This design comes from an exercise in tuning for a short achievable clock period and few clock cycles on the open sky130 flow, not from production work.
Only simulation tests tie the RTL to the original design; equivalence was not proved.
Power and IR drop assume default switching activity.

**design/flow/run.sh**
```bash
#!/bin/bash
# synth_recipe.tcl (not shown) runs the flow's synth.tcl, then flattens the netlist and writes it again
# the make line also repeats each setting of config.mk as NAME=value (left out here)
make -C /OpenROAD-flow-scripts/flow DESIGN_CONFIG=/design/flow/config.mk WORK_HOME=/design/flow/orfs CLKGATE_MAP_FILE= SYNTH_SCRIPT=/design/flow/synth_recipe.tcl finish
```
**design/flow/config.mk**
```make
export PLATFORM = sky130hd
export DESIGN_NAME = cpu_top
export DESIGN_NICKNAME = cpu_top
export VERILOG_FILES = /design/flow/design.v
export SDC_FILE = /design/flow/constraint.sdc
export NUM_CORES = 4
export LEC_CHECK = 0
export ABC_CLOCK_PERIOD_IN_PS = 6000
export CAP_MARGIN = 20
export CORE_MARGIN = 2
export CORE_UTILIZATION = 40
export SETUP_SLACK_MARGIN = 4.0
export SLEW_MARGIN = 20
```
**design/flow/constraint.sdc**
```tcl
create_clock -name core_clock -period 12.0 [get_ports {clk}]
set_input_delay 2.4000 -clock core_clock [delete_from_list [all_inputs] [get_ports {clk}]]
set_output_delay 2.4000 -clock core_clock [all_outputs]
set_load 0.01 [all_outputs]
```
**design/flow/design.v**
```verilog
package cpu_pkg;
  typedef struct packed {
    logic [3:0] opcode;
    logic [3:0] rd;
    logic [3:0] rs;
    logic [3:0] rt;
  } r_fmt_t;
  typedef struct packed {
    logic [3:0] opcode;
    logic [3:0] rd;
    logic [7:0] imm8;
  } i_fmt_t;
  typedef struct packed {
    logic [3:0] opcode;
    logic [2:0] cond;
    logic [8:0] imm9;
  } b_fmt_t;
  typedef union packed {
    r_fmt_t r_fmt;
    i_fmt_t i_fmt;
    b_fmt_t b_fmt;
  } instr_t;
  typedef struct packed {
    logic zr;
    logic ne;
    logic ov;
  } flags_t;
  typedef enum logic [2:0] {
    FUNC_ADD = 3'b000,
    FUNC_LHB = 3'b001,
    FUNC_SUB = 3'b010,
    FUNC_AND = 3'b011,
    FUNC_NOR = 3'b100,
    FUNC_SLL = 3'b101,
    FUNC_SRL = 3'b110,
    FUNC_SRA = 3'b111
  } alu_func_t;
  typedef struct packed {
    logic [3:0]  p0_addr;
    logic [3:0]  p1_addr;
    logic [3:0]  dst_addr;
    logic        re0;
    logic        re1;
    logic        we;
    alu_func_t   func;
    logic [3:0]  shamt;
    logic        src1_imm;
    logic [15:0] imm;
    logic        set_flags;
    logic        mem_rd;
    logic        mem_wr;
    logic        link;
    logic        jump_reg;
    logic        branch_taken;
    logic [15:0] branch_off;
    logic        hlt;
  } ctrl_t;
endpackage
`timescale 1ns/1ps
module instr_decode (
  input  cpu_pkg::instr_t instr,
  input  cpu_pkg::flags_t flags,
  output cpu_pkg::ctrl_t  ctrl
);
  logic cond_met;
  always_comb begin
    case (instr.b_fmt.cond)
      3'b000:    cond_met = !flags.zr;
      3'b001:     cond_met = flags.zr;
      3'b010:     cond_met = !(flags.zr || flags.ne);
      3'b011:     cond_met = flags.ne;
      3'b100:    cond_met = flags.zr || !flags.ne;
      3'b101:    cond_met = flags.ne || flags.zr;
      3'b110:   cond_met = flags.ov;
      3'b111: cond_met = 1'b1;
      default:      cond_met = 1'b0;
    endcase
  end
  always_comb begin
    ctrl          = '0;
    ctrl.p0_addr  = instr.r_fmt.rs;
    ctrl.p1_addr  = instr.r_fmt.rt;
    ctrl.dst_addr = instr.r_fmt.rd;
    ctrl.func     = cpu_pkg::FUNC_ADD;
    ctrl.shamt    = instr.r_fmt.rt;
    case (instr.r_fmt.opcode)
      4'b0000, 4'b0010, 4'b0011, 4'b0100: begin
        ctrl.func      = cpu_pkg::alu_func_t'(instr.r_fmt.opcode[2:0]);
        ctrl.re0       = 1'b1;
        ctrl.re1       = 1'b1;
        ctrl.we        = 1'b1;
        ctrl.set_flags = 1'b1;
      end
      4'b0001: begin
        ctrl.func      = cpu_pkg::FUNC_ADD;
        ctrl.re0       = 1'b1;
        ctrl.re1       = 1'b1;
        ctrl.we        = 1'b1;
        ctrl.dst_addr  = flags.zr ? instr.r_fmt.rd : 4'd0;
        ctrl.set_flags = flags.zr;
      end
      4'b0101, 4'b0110, 4'b0111: begin
        ctrl.func      = cpu_pkg::alu_func_t'(instr.r_fmt.opcode[2:0]);
        ctrl.p1_addr   = instr.r_fmt.rs;
        ctrl.re1       = 1'b1;
        ctrl.we        = 1'b1;
        ctrl.set_flags = 1'b1;
      end
      4'b1000: begin
        ctrl.re0      = 1'b1;
        ctrl.we       = 1'b1;
        ctrl.src1_imm = 1'b1;
        ctrl.imm      = {{12{instr.r_fmt.rt[3]}}, instr.r_fmt.rt};
        ctrl.mem_rd   = 1'b1;
      end
      4'b1001: begin
        ctrl.p1_addr  = instr.r_fmt.rd;
        ctrl.re0      = 1'b1;
        ctrl.re1      = 1'b1;
        ctrl.src1_imm = 1'b1;
        ctrl.imm      = {{12{instr.r_fmt.rt[3]}}, instr.r_fmt.rt};
        ctrl.mem_wr   = 1'b1;
      end
      4'b1010: begin
        ctrl.func     = cpu_pkg::FUNC_LHB;
        ctrl.p0_addr  = instr.i_fmt.rd;
        ctrl.re0      = 1'b1;
        ctrl.we       = 1'b1;
        ctrl.src1_imm = 1'b1;
        ctrl.imm      = {instr.i_fmt.imm8, 8'h00};
      end
      4'b1011: begin
        ctrl.func     = cpu_pkg::FUNC_SRA;
        ctrl.shamt    = 4'd8;
        ctrl.we       = 1'b1;
        ctrl.src1_imm = 1'b1;
        ctrl.imm      = {instr.i_fmt.imm8, 8'h00};
      end
      4'b1100: begin
        ctrl.branch_taken = cond_met;
        ctrl.branch_off   = {{7{instr.b_fmt.imm9[8]}}, instr.b_fmt.imm9};
      end
      4'b1101: begin
        ctrl.link         = 1'b1;
        ctrl.branch_taken = 1'b1;
        ctrl.branch_off   = {{4{instr.i_fmt.rd[3]}}, instr.i_fmt.rd, instr.i_fmt.imm8};
        ctrl.dst_addr     = 4'd15;
        ctrl.we           = 1'b1;
      end
      4'b1110: begin
        ctrl.re0      = 1'b1;
        ctrl.jump_reg = 1'b1;
      end
      4'b1111: begin
        ctrl.hlt = 1'b1;
      end
      default: begin
        ctrl.hlt = 1'b0;
      end
    endcase
  end
endmodule
`timescale 1ns/1ps
module fetch_pc (
  input  logic           clk,
  input  logic           arst_n,
  input  cpu_pkg::ctrl_t ctrl,
  input  logic [15:0]    jr_target,
  output logic [15:0]    pc,
  output logic [15:0]    pc_next_seq,
  output logic           halted
);
  logic [15:0] branch_target;
  logic [15:0] pc_next;
  assign pc_next_seq = pc + 16'd1;
  assign branch_target = pc_next_seq + ctrl.branch_off;
  always_comb begin
    if (halted || ctrl.hlt) begin
      pc_next = pc;
    end else if (ctrl.jump_reg) begin
      pc_next = jr_target;
    end else if (ctrl.branch_taken) begin
      pc_next = branch_target;
    end else begin
      pc_next = pc_next_seq;
    end
  end
  always_ff @(posedge clk or negedge arst_n) begin
    if (!arst_n) begin
      pc <= 16'd0;
    end else begin
      pc <= pc_next;
    end
  end
  always_ff @(posedge clk or negedge arst_n) begin
    if (!arst_n) begin
      halted <= 1'b0;
    end else if (ctrl.hlt) begin
      halted <= 1'b1;
    end
  end
endmodule
`timescale 1ns/1ps
module alu (
  input  logic           clk,
  input  logic           arst_n,
  input  cpu_pkg::ctrl_t ctrl,
  input  logic [15:0]    src0,
  input  logic [15:0]    src1,
  output logic [15:0]    result,
  output cpu_pkg::flags_t flags
);
  logic [15:0] op_b;
  logic [15:0] sum;
  logic [15:0] diff;
  logic        sum_ov;
  logic        diff_ov;
  logic        ov_now;
  logic        arith;
  assign op_b = ctrl.src1_imm ? ctrl.imm : src1;
  assign sum  = src0 + op_b;
  assign diff = src0 - op_b;
  assign sum_ov  = (src0[15] == op_b[15]) && (sum[15] != src0[15]);
  assign diff_ov = (src0[15] != op_b[15]) && (diff[15] != src0[15]);
  assign arith = (ctrl.func == cpu_pkg::FUNC_ADD) || (ctrl.func == cpu_pkg::FUNC_SUB);
  always_comb begin
    ov_now = 1'b0;
    case (ctrl.func)
      cpu_pkg::FUNC_ADD: begin
        ov_now = sum_ov;
        result = sum_ov ? (src0[15] ? 16'h8000 : 16'h7fff) : sum;
      end
      cpu_pkg::FUNC_SUB: begin
        ov_now = diff_ov;
        result = diff_ov ? (src0[15] ? 16'h8000 : 16'h7fff) : diff;
      end
      cpu_pkg::FUNC_AND: result = src0 & op_b;
      cpu_pkg::FUNC_NOR: result = ~(src0 | op_b);
      cpu_pkg::FUNC_SLL: result = op_b << ctrl.shamt;
      cpu_pkg::FUNC_SRL: result = op_b >> ctrl.shamt;
      cpu_pkg::FUNC_SRA: result = $signed(op_b) >>> ctrl.shamt;
      cpu_pkg::FUNC_LHB: result = {op_b[15:8], src0[7:0]};
      default:  result = sum;
    endcase
  end
  always_ff @(posedge clk or negedge arst_n) begin
    if (!arst_n) begin
      flags <= '0;
    end else if (ctrl.set_flags) begin
      flags.zr <= (result == 16'd0);
      if (arith) begin
        flags.ne <= result[15];
        flags.ov <= ov_now;
      end
    end
  end
endmodule
`timescale 1ns/1ps
module reg_file (
  input  logic           clk,
  input  logic           arst_n,
  input  cpu_pkg::ctrl_t ctrl,
  input  logic [15:0]    wdata,
  output logic [15:0]    rdata0,
  output logic [15:0]    rdata1
);
  logic [15:0] regs [16];
  assign rdata0 = (ctrl.re0 && (ctrl.p0_addr != 4'd0)) ? regs[ctrl.p0_addr] : 16'd0;
  assign rdata1 = (ctrl.re1 && (ctrl.p1_addr != 4'd0)) ? regs[ctrl.p1_addr] : 16'd0;
  always_ff @(posedge clk or negedge arst_n) begin
    if (!arst_n) begin
      for (int i = 0; i < 16; i++) begin
        regs[i] <= 16'd0;
      end
    end else if (ctrl.we && (ctrl.dst_addr != 4'd0)) begin
      regs[ctrl.dst_addr] <= wdata;
    end
  end
endmodule
`timescale 1ns/1ps
module cpu_top (
  input  logic            clk,
  input  logic            arst_n,
  output logic [15:0]     instr_addr,
  input  logic [15:0]     instr,
  output logic [15:0]     mem_addr,
  output logic [15:0]     mem_wdata,
  output logic            mem_we,
  input  logic [15:0]     mem_rdata,
  output logic            halted
);
  cpu_pkg::ctrl_t       dec_ctrl;
  cpu_pkg::ctrl_t       exe_ctrl;
  cpu_pkg::flags_t      flags;
  logic [15:0] pc;
  logic [15:0] pc_next_seq;
  logic [15:0] rdata0;
  logic [15:0] rdata1;
  logic [15:0] alu_result;
  logic [15:0] wb_lw;
  logic [15:0] wb_jal;
  logic [15:0] wb_alu;
  logic [15:0] wb_data;
  cpu_pkg::instr_t instr_word;
  assign instr_word = instr;
  instr_decode u_instr_decode (
    .instr (instr_word),
    .flags (flags),
    .ctrl  (dec_ctrl)
  );
  always_comb begin
    exe_ctrl = dec_ctrl;
    if (halted) begin
      exe_ctrl.we           = 1'b0;
      exe_ctrl.mem_wr       = 1'b0;
      exe_ctrl.set_flags    = 1'b0;
      exe_ctrl.branch_taken = 1'b0;
      exe_ctrl.jump_reg     = 1'b0;
      exe_ctrl.hlt          = 1'b1;
    end
  end
  fetch_pc u_fetch_pc (
    .clk         (clk),
    .arst_n      (arst_n),
    .ctrl        (exe_ctrl),
    .jr_target   (rdata0),
    .pc          (pc),
    .pc_next_seq (pc_next_seq),
    .halted      (halted)
  );
  alu u_alu (
    .clk    (clk),
    .arst_n (arst_n),
    .ctrl   (exe_ctrl),
    .src0   (rdata0),
    .src1   (rdata1),
    .result (alu_result),
    .flags  (flags)
  );
  reg_file u_reg_file (
    .clk    (clk),
    .arst_n (arst_n),
    .ctrl   (exe_ctrl),
    .wdata  (wb_data),
    .rdata0 (rdata0),
    .rdata1 (rdata1)
  );
  assign instr_addr = pc;
  assign mem_addr  = alu_result;
  assign mem_wdata = rdata1;
  assign mem_we    = exe_ctrl.mem_wr;
  assign wb_lw  = mem_rdata;
  assign wb_jal = pc_next_seq;
  assign wb_alu = alu_result;
  assign wb_data = exe_ctrl.mem_rd ? wb_lw :
                   exe_ctrl.link   ? wb_jal : wb_alu;
endmodule
```
==> summary.txt <==
Clock network
  • Clk latency of the worst-skew pair: around 0.65 ns
  • CTS Buffer Depth: 3
  • Hold-fix buffers, CTS: 0
  • CTS clk-pin slew, worst paths: 0.06 ns
  • CTS buffer count: 31
  • CTS tree: built
  • Root Driver: clkbuf_16
  • H-Tree Depth: 1
  • Clk sink count: 260

Route
  • Per-cell routed wire length: 33.0 um
  • Detailed-route DRC error count: 0
  • Vias per cell: approximately 6.7
  • Via count: 24,900
  • WL final: 122,000 um
  • First DRT Iteration DRCs: 3,346
  • Pre-Repair DR Iteration Count: 7
  • ANT nets after route: 0

Worst setup path
  • R2r endpoint: u_reg_file.regs[10][0]
  • Critical setup path kind: input pin to output pin
  • Cell family with most CP delay: compound AO/OA/AOI/OAI gates
  • Bufs and invs on worst path: 11
  • R2R setup slack: 5.31 ns
  • Type of origin of the critical path: input pin
  • Slowest CP cell: fa_2
  • Critical Path Fanout Max: 11
  • CP Depth: 36
  • Critical Path End Type: output pin
  • Reg-to-reg startpoint: u_reg_file.regs[5][3]
  • Worst endpoint data arrival time: 9.03 ns
  • Worst EP required: about 9.6 ns
  • Reg2Reg Depth: 35
  • Crit path top cell by count: nor2_1
  • Max incr delay on CP: 0.49 ns

Global routing
  • Global-route wire length before repair: about 170,000 um
  • GRT Total Usage: 0.439
  • GRT Residual Overflow: 0
  • Vias in the first global route: 24,000
  • Initial antenna violation count: 2
  • Largest net degree at the start of global routing: about 170

Place
  • Placed Cells: around 3,500
  • Dpl hpwl: a little under 90,000 um
  • Post-DP Area: 25,600 um2
  • Placer Congestion: 1.02
  • Worst slack at placement: -0.568 ns
  • Port bufs: 83

Synthesis
  • Count leader, synth: nand2_1
  • Cell Area, Synth: about 21,000 um2
  • Syn nets: approximately 2,600
  • Ys flop type: dfrtp_1
  • Register area share after synthesis: 0.311
  • Top cells by area, synth: dfrtp_1 (31%), mux2_2 (8.8%), nand2_1 (5.0%)
  • Mapped Avg Cell Area: around 8.4 um2
  • Warnings, synthesis: 6
  • Cells after synthesis: 2,492
  • Number of synthesized flops with an enable pin: 0
  • Post-synth top cells: nand2_1 (280), dfrtp_1 (260), o21ai_0 (201)
  • Synth top area share: 0.311
  • FF+latch count, synth: 260
  • Ys async rst share: 1.00
  • Netlist cell types: 96
  • Largest area contributor in the synthesized netlist: dfrtp_1

Worst hold path
  • Hold Crit Depth: 2
  • Hold worst-path end: u_reg_file.regs[3][9]
  • Hold wc startpoint: u_reg_file.regs[3][9]
  • HP Class: register to register

Finish
  • Area growth syn-to-layout: 43.2%
  • Post-layout instance area: 29,900 um2
  • Fraction of layout cells with a size suffix above 1: 0.372
  • Layout Nets: 3,102
  • Filler cells: around 4,700
  • Post-Layout Cell Count: 3,705
  • Diode count: 0

Pwr
  • Switching power: 2040 uW
  • Sequential share of power: 0.284
  • Power share of the clock group: 0.207
  • Sw Ratio: 0.417
  • IR Drop Worst-Case VDD: around 0.12 mV
  • Leak: 0.0133 uW
  • Int Pwr: 2850 uW
  • Power per cell area: 163 nW/um2
  • Logic gate share of total power: 0.509

Run status
  • Outcome: finished clean

STA
  • Final Slew Violations: 0
  • Period minus WS final: 11.43 ns
  • Max Freq: 0.0875 GHz
  • Slew HR: 0.199
  • RSZ-0062 raised after global routing: yes
  • Skew final: 0.0588 ns
  • Tcrit/Tclk final: 0.952
  • Setup violators final: 0
  • Tightest Pin Transition: 1.20 ns
  • Final Worst Setup Slack: 0.575 ns
  • Number of hold violations in the final report: 0

Floorplan
  • Die Wd: 233 um
  • Core Footprint: 51,500 um2
  • Initial core utilization: 0.406
  • I/O Pins: 84
  • Site row count: 83
  • Y dimension of the die: 233 um
  • DIE AREA: 54,100 um2

Job
  • Max cap viols: 0
## layout by cell type, fill, tap and decap left out, types with 21 or more instances in the layout
cell | netlist | routed
dfrtp_1 | 260 | 260
a21oi_1 | 159 | 129
a221oi_1 | 29 | 21
clkbuf_16 | 0 | 32
o31ai_1 | 42 | 23
nor2_1 | 128 | 117
o21ai_0 | 201 | 144
o21ai_1 | 40 | 45
ha_1 | 63 | 55
buf_6 | 9 | 80
nand4_1 | 54 | 54
nand2_1 | 280 | 272
inv_1 | 84 | 74
a22o_1 | 21 | 21
a211oi_1 | 38 | 31
buf_4 | 12 | 480
buf_12 | 0 | 40
o211ai_1 | 33 | 33
mux2_2 | 163 | 112
clkdlybuf4s50_1 | 0 | 45
xnor2_1 | 38 | 37
nor3_1 | 39 | 33
mux2_4 | 0 | 51
nand3_1 | 73 | 69
a222oi_1 | 24 | 24
o21ai_2 | 3 | 50
a22oi_1 | 110 | 104
## layer usage
layer  global-route usage  vias up  wire length, um
met2                0.664     1751            51700
met3               0.0972      527            13400
met5                    0        -               12
li1                     -    10500                -
met1                0.552    12200            45700
met4                0.320        2            11400
## cell type report
cell class	count	area, um2	area share
multi-input cells	1929	14900	0.497
flip-flops and latches	260	6510	0.217
repair buffers	689	6270	0.210
well taps	680	851	0.0284
clock buffers	36	815	0.0272
inverters	90	344	0.0115
clock inverters	21	255	0.00853
## stage by stage
stage          hold slack (ns)  TNS [ns]  utilization  total power, uW
6_report                 0.500         0        0.581             4880
5_1_grt                  0.550         0        0.581             5050
4_1_cts                  0.511         0        0.554             4530
3_5_place_dp             0.497     -6.11        0.497             3210
3_3_place_gp             0.487     -4.94        0.497             3190
2_1_floorplan            0.459         0            -             2280
## worst min-delay path: stages, from the launching register on
cell	delay (ns)
dfrtp_1	0.36
nand2_1	0.06
o21ai_2	0.05
## worst max path at each step
stage	end	from	slack, ns
global route	mem_addr[6]	instr[15]	0.39
finish	mem_addr[6]	instr[15]	0.57
detailed placement	mem_addr[1]	instr[14]	-0.57
CTS	mem_addr[6]	instr[15]	0.79
global placement	mem_addr[1]	instr[12]	-0.54
floorplan	mem_addr[9]	instr[12]	1.52
## power by group through the flow
stage	registers [uW]	logic, uW	clock network [uW]
2_1_floorplan	1280	1000	0
3_3_place_gp	1370	1820	0
3_5_place_dp	1370	1840	0
4_1_cts	1360	2160	1010
5_1_grt	1400	2600	1050
6_report	1390	2480	1010
## logic make-up (layout without fill, tap and decap cells)
| family | Yosys count | count (layout) | share of synthesized area |
|---|---|---|---|
| adder cells (fa/ha/maj) | 67 | 67 | 0.0415 |
| multiplexers | 186 | 186 | 0.101 |
| XOR/XNOR | 52 | 52 | 0.0218 |
| AND/OR/NAND/NOR | 718 | 718 | 0.167 |
| buffers and inverters | 304 | 836 | 0.0621 |
| AO/OA/AOI/OAI | 905 | 906 | 0.295 |
| flip-flops | 260 | 260 | 0.311 |
## flip-flops by register name (all words and copies together), names as in the netlist
register / flops
u_alu.flags: 3
u_fetch_pc.halted: 1
u_fetch_pc.pc: 16
u_reg_file.regs: 240
## timing repair
| item | CTS | global route |
|---|---|---|
| endpoints found under the hold margin | 0 | 0 |
| cloned | 9 | 5 |
| pin swaps | 83 | 63 |
| setup endpoints to repair | 275 | 271 |
| resized for setup | 320 | 256 |
| setup buffers | 103 | 29 |
Testbench counts, summed over its fixed seeds: cycles 40,404.

==> separate check: timing with driven ports <==
No port has a modelled driver above. Below, the same layout with a new extraction and two added sets of constraints.
Step 1, drivers: a clkbuf_16 drives clk and a buf_2 each remaining input, both assumed.
Step 2 also shifts input and output timing later by t, the mid clock arrival at the registers, as if the neighbouring blocks saw the same clock.
Slacks: ideal / step 1 / step 2; pairs: ideal / step 1.
t, ns: 0.676
setup WS [ns]: 0.575 / 0.533 / 0.534
worst setup path after step 2: input to output
After both steps setup and hold are still met in this run. The setup slack of this run moves by -0.042 ns with the drivers and by -0.041 ns with both steps.
